This is an optimization exercise on Yosys and OpenROAD, whose aim is small area, not a production implementation.
Only simulation tests tie the RTL to the original design; equivalence was not proved.
No activity file was given, so power comes from the tool's default toggle rates.

## the reference run
// bp_top
module bp_top (
	input logic clk,
	input logic rst_n,
	input bp_pkg::alu_op_t i_alu_op,
	input bp_pkg::pc_t i_pc,
	input bp_pkg::pc_t i_imm,
	input logic i_resolve,
	input logic i_taken,
	output logic o_pred_taken,
	output bp_pkg::pc_t o_next_pc
);
	logic [15:0] hist_q;
	logic [1:0] base_q [64];
	logic [31:0] t1_v_q;
	logic [3:0] t1_tag_q [32];
	logic [2:0] t1_ctr_q [32];
	logic [31:0] t2_v_q;
	logic [3:0] t2_tag_q [32];
	logic [2:0] t2_ctr_q [32];
	logic rec_v_q;
	logic [5:0] rec_base_idx_q;
	logic [4:0] rec_t1_idx_q;
	logic [3:0] rec_t1_tag_q;
	logic [4:0] rec_t2_idx_q;
	logic [3:0] rec_t2_tag_q;
	logic rec_p1_q;    
	logic rec_p2_q;    
	logic [2:0] rec_ctr_q;
	logic [4:0] f1_idx, f2_idx;
	logic [3:0] f1_tag, f2_tag;
	bp_fold u_fold (
		.i_hist(hist_q),
		.o_f1_idx(f1_idx),
		.o_f1_tag(f1_tag),
		.o_f2_idx(f2_idx),
		.o_f2_tag(f2_tag)
	);
	logic [5:0] base_idx;
	logic [4:0] t1_idx, t2_idx;
	logic [3:0] t1_tag, t2_tag;
	assign base_idx = i_pc[7:2];
	assign t1_idx = i_pc[6:2] ^ f1_idx;
	assign t2_idx = i_pc[6:2] ^ f2_idx;
	assign t1_tag = i_pc[10:7] ^ f1_tag;
	assign t2_tag = i_pc[10:7] ^ f2_tag;
	logic [1:0] base_rd;
	logic [2:0] t1_ctr, t2_ctr;
	logic t1_hit, t2_hit;
	logic [31:0] t1_sel, t2_sel;
	logic [255:0] t1_flat, t2_flat;
	logic [7:0] t1_ent, t2_ent;
	always_comb begin
		for (int i = 0; i < 32; i++) begin
			t1_flat[i*8 +: 8] = {t1_v_q[i], t1_tag_q[i], t1_ctr_q[i]};
			t2_flat[i*8 +: 8] = {t2_v_q[i], t2_tag_q[i], t2_ctr_q[i]};
		end
	end
  ...
==> flow/config.mk <==
export PLATFORM = sky130hd
export DESIGN_NAME = bp_top
export DESIGN_NICKNAME = bp_top
export VERILOG_FILES = /design/flow/design.v
export SDC_FILE = /design/flow/constraint.sdc
export NUM_CORES = 4
export LEC_CHECK = 0
export CAP_MARGIN = 0
export CORE_MARGIN = 2
export CORE_UTILIZATION = 60
export CTS_BUF_LIST = sky130_fd_sc_hd__clkbuf_16
export CTS_CLUSTER_DIAMETER = 80
export CTS_CLUSTER_SIZE = 30
export GPL_TIMING_DRIVEN = 0
export SETUP_SLACK_MARGIN = 0.05
export SLEW_MARGIN = 0
export SYNTH_HIERARCHICAL = 1
==> flow/constraint.sdc <==
create_clock -name core_clock -period 7.0 [get_ports {clk}]
set_input_delay 1.4000 -clock core_clock [delete_from_list [all_inputs] [get_ports {clk}]]
set_output_delay 1.4000 -clock core_clock [all_outputs]
set_load 0.01 [all_outputs]
standard.sh (not shown) runs the stock make flow with config.mk's settings and CLKGATE_MAP_FILE= SYNTH_SCRIPT=/design/flow/synth_recipe.tcl, a recipe that flattens the netlist after the stock synthesis.
==> flow/flow/run.sh <==
#!/bin/bash
# Standard ORFS layout with three changes: yosys/abc buffers are removed at floorplan
# (repair_design re-buffers what needs it), ports get the smallest buffer cell, and
# CTS adds no dummy loads. Each tool's output stays in orfs/logs; make's own output
# goes to standard.log.
set -euo pipefail
export REMOVE_ABC_BUFFERS=1
export BUFFER_PORTS_ARGS="-buffer_cell sky130_fd_sc_hd__buf_1"
export CTS_ARGS="-sink_clustering_enable -repair_clock_nets -sink_clustering_size 30 -sink_clustering_max_diameter 80 -buf_list sky130_fd_sc_hd__clkbuf_16 -dont_use_dummy_load"
bash standard.sh > standard.log 2>&1
Finished, but not clean: the reference run, with capacitance limit, slew limit.
The following lists how the trial run was set up differently from the reference run:
-- flow/design.v --
<<< the reference run, line 82
endmodule
`timescale 1ns/1ps
module bp_dec6 (
	input logic [5:0] i_a,
	output logic [63:0] o_y
);
	always_comb begin
		for (int i = 0; i < 64; i++)
			o_y[i] = (i_a == 6'(i));
	end
endmodule
module bp_aor64 (
	input logic [63:0] i_sel,
	input logic [127:0] i_d,
	output logic [1:0] o_y
);
	logic [1:0] part [8];
	for (genvar k = 0; k < 8; k++) begin : g_part
		bp_aor8w2 u_part (.i_sel(i_sel[8*k +: 8]), .i_d(i_d[16*k +: 16]), .o_y(part[k]));
	end
	for (genvar b = 0; b < 2; b++) begin : g_bit
		logic [1:0] l3;
		bp_nor4 u_nor0 (.i_a(part[0][b]), .i_b(part[1][b]), .i_c(part[2][b]), .i_d(part[3][b]),
			.o_y(l3[0]));
		bp_nor4 u_nor1 (.i_a(part[4][b]), .i_b(part[5][b]), .i_c(part[6][b]), .i_d(part[7][b]),
			.o_y(l3[1]));
		bp_nand2 u_out (.i_a(l3[0]), .i_b(l3[1]), .o_y(o_y[b]));
	end
endmodule
module bp_aor8w2 (
	input logic [7:0] i_sel,
	input logic [15:0] i_d,
	output logic [1:0] o_y
);
	always_comb begin
		o_y = '0;
		for (int i = 0; i < 8; i++)
			o_y = o_y | ({2{i_sel[i]}} & i_d[i*2 +: 2]);
	end
endmodule
module bp_nor4 (
	input logic i_a,
	input logic i_b,
	input logic i_c,
	input logic i_d,
	output logic o_y
);
	assign o_y = ~(i_a | i_b | i_c | i_d);
endmodule
`timescale 1ns/1ps
module bp_dec5 (
>>> the trial run, line 82
endmodule
`timescale 1ns/1ps
`timescale 1ns/1ps
module bp_dec5 (
<<< the reference run, line 265
	bp_aor32 u_t1_rd (.i_sel(t1_sel), .i_d(t1_flat), .o_y(t1_ent));
	bp_aor32 u_t2_rd (.i_sel(t2_sel), .i_d(t2_flat), .o_y(t2_ent));
	logic [63:0] base_sel;
	logic [127:0] base_flat;
	always_comb begin
		for (int i = 0; i < 64; i++)
			base_flat[i*2 +: 2] = base_q[i];
	end
	bp_dec6 u_base_dec (.i_a(base_idx), .o_y(base_sel));
	bp_aor64 u_base_rd (.i_sel(base_sel), .i_d(base_flat), .o_y(base_rd));
	assign t1_ctr = t1_ent[2:0];
	assign t2_ctr = t2_ent[2:0];
>>> the trial run, line 218
	bp_aor32 u_t1_rd (.i_sel(t1_sel), .i_d(t1_flat), .o_y(t1_ent));
	bp_aor32 u_t2_rd (.i_sel(t2_sel), .i_d(t2_flat), .o_y(t2_ent));
	assign base_rd = base_q[base_idx];
	assign t1_ctr = t1_ent[2:0];
	assign t2_ctr = t2_ent[2:0];
==> run summary <==
- In summary, the trial run completed successfully, with a layout that passed the timing, DRC and antenna checks.
- Changes observed in the trial run relative to the reference run: part of the total power dissipated in combinational logic saw an increase; wire length of the first global-routing pass saw an increase; number of cells on the worst reg-to-reg path saw an increase; synthesis-to-layout area growth saw a decrease; antenna diode count saw a decrease.
- On total CTS buffers, the higher figure sits with the reference run, not the trial run.
- Compared with the reference run, total power of the final layout in the trial run decreased slightly.
- The reference run → the trial run: global-route usage over all layers +0.86 points, final area went up by 1.0%, number of antenna violations at the first check in global routing picked up an extra 1.

[port drivers added, routing unchanged]
The results above use ideal ports. As a check the final layouts listed here were re-extracted and re-timed, cells and wires unchanged. Step 1 (the two cells are an assumption about what drives the block):
set clk [get_ports {clk}]
set_driving_cell -lib_cell sky130_fd_sc_hd__clkbuf_16 $clk
set_driving_cell -lib_cell sky130_fd_sc_hd__buf_2 [delete_from_list [all_inputs] $clk]
Step 2 moves the port delays by t, midway between the first and last clock arrival at a register: inputs arrive t later, outputs are due t later. That takes back most of the time a late clock gives input paths. a / b / c = no drivers / after step 1 / after step 2; a / b = the first two.
| run | shift t [ns] | setup WS [ns] | worst setup path at the end |
|---|---|---|---|
| the reference run | 0.619 | 0.124 / 0.085 / 0.085 | input to output |
| the trial run | 0.662 | 0.195 / 0.130 / 0.174 | input to output |
The setup slack of the reference run, which loses most, moves by -0.039 ns with the drivers and by -0.039 ns with both steps.
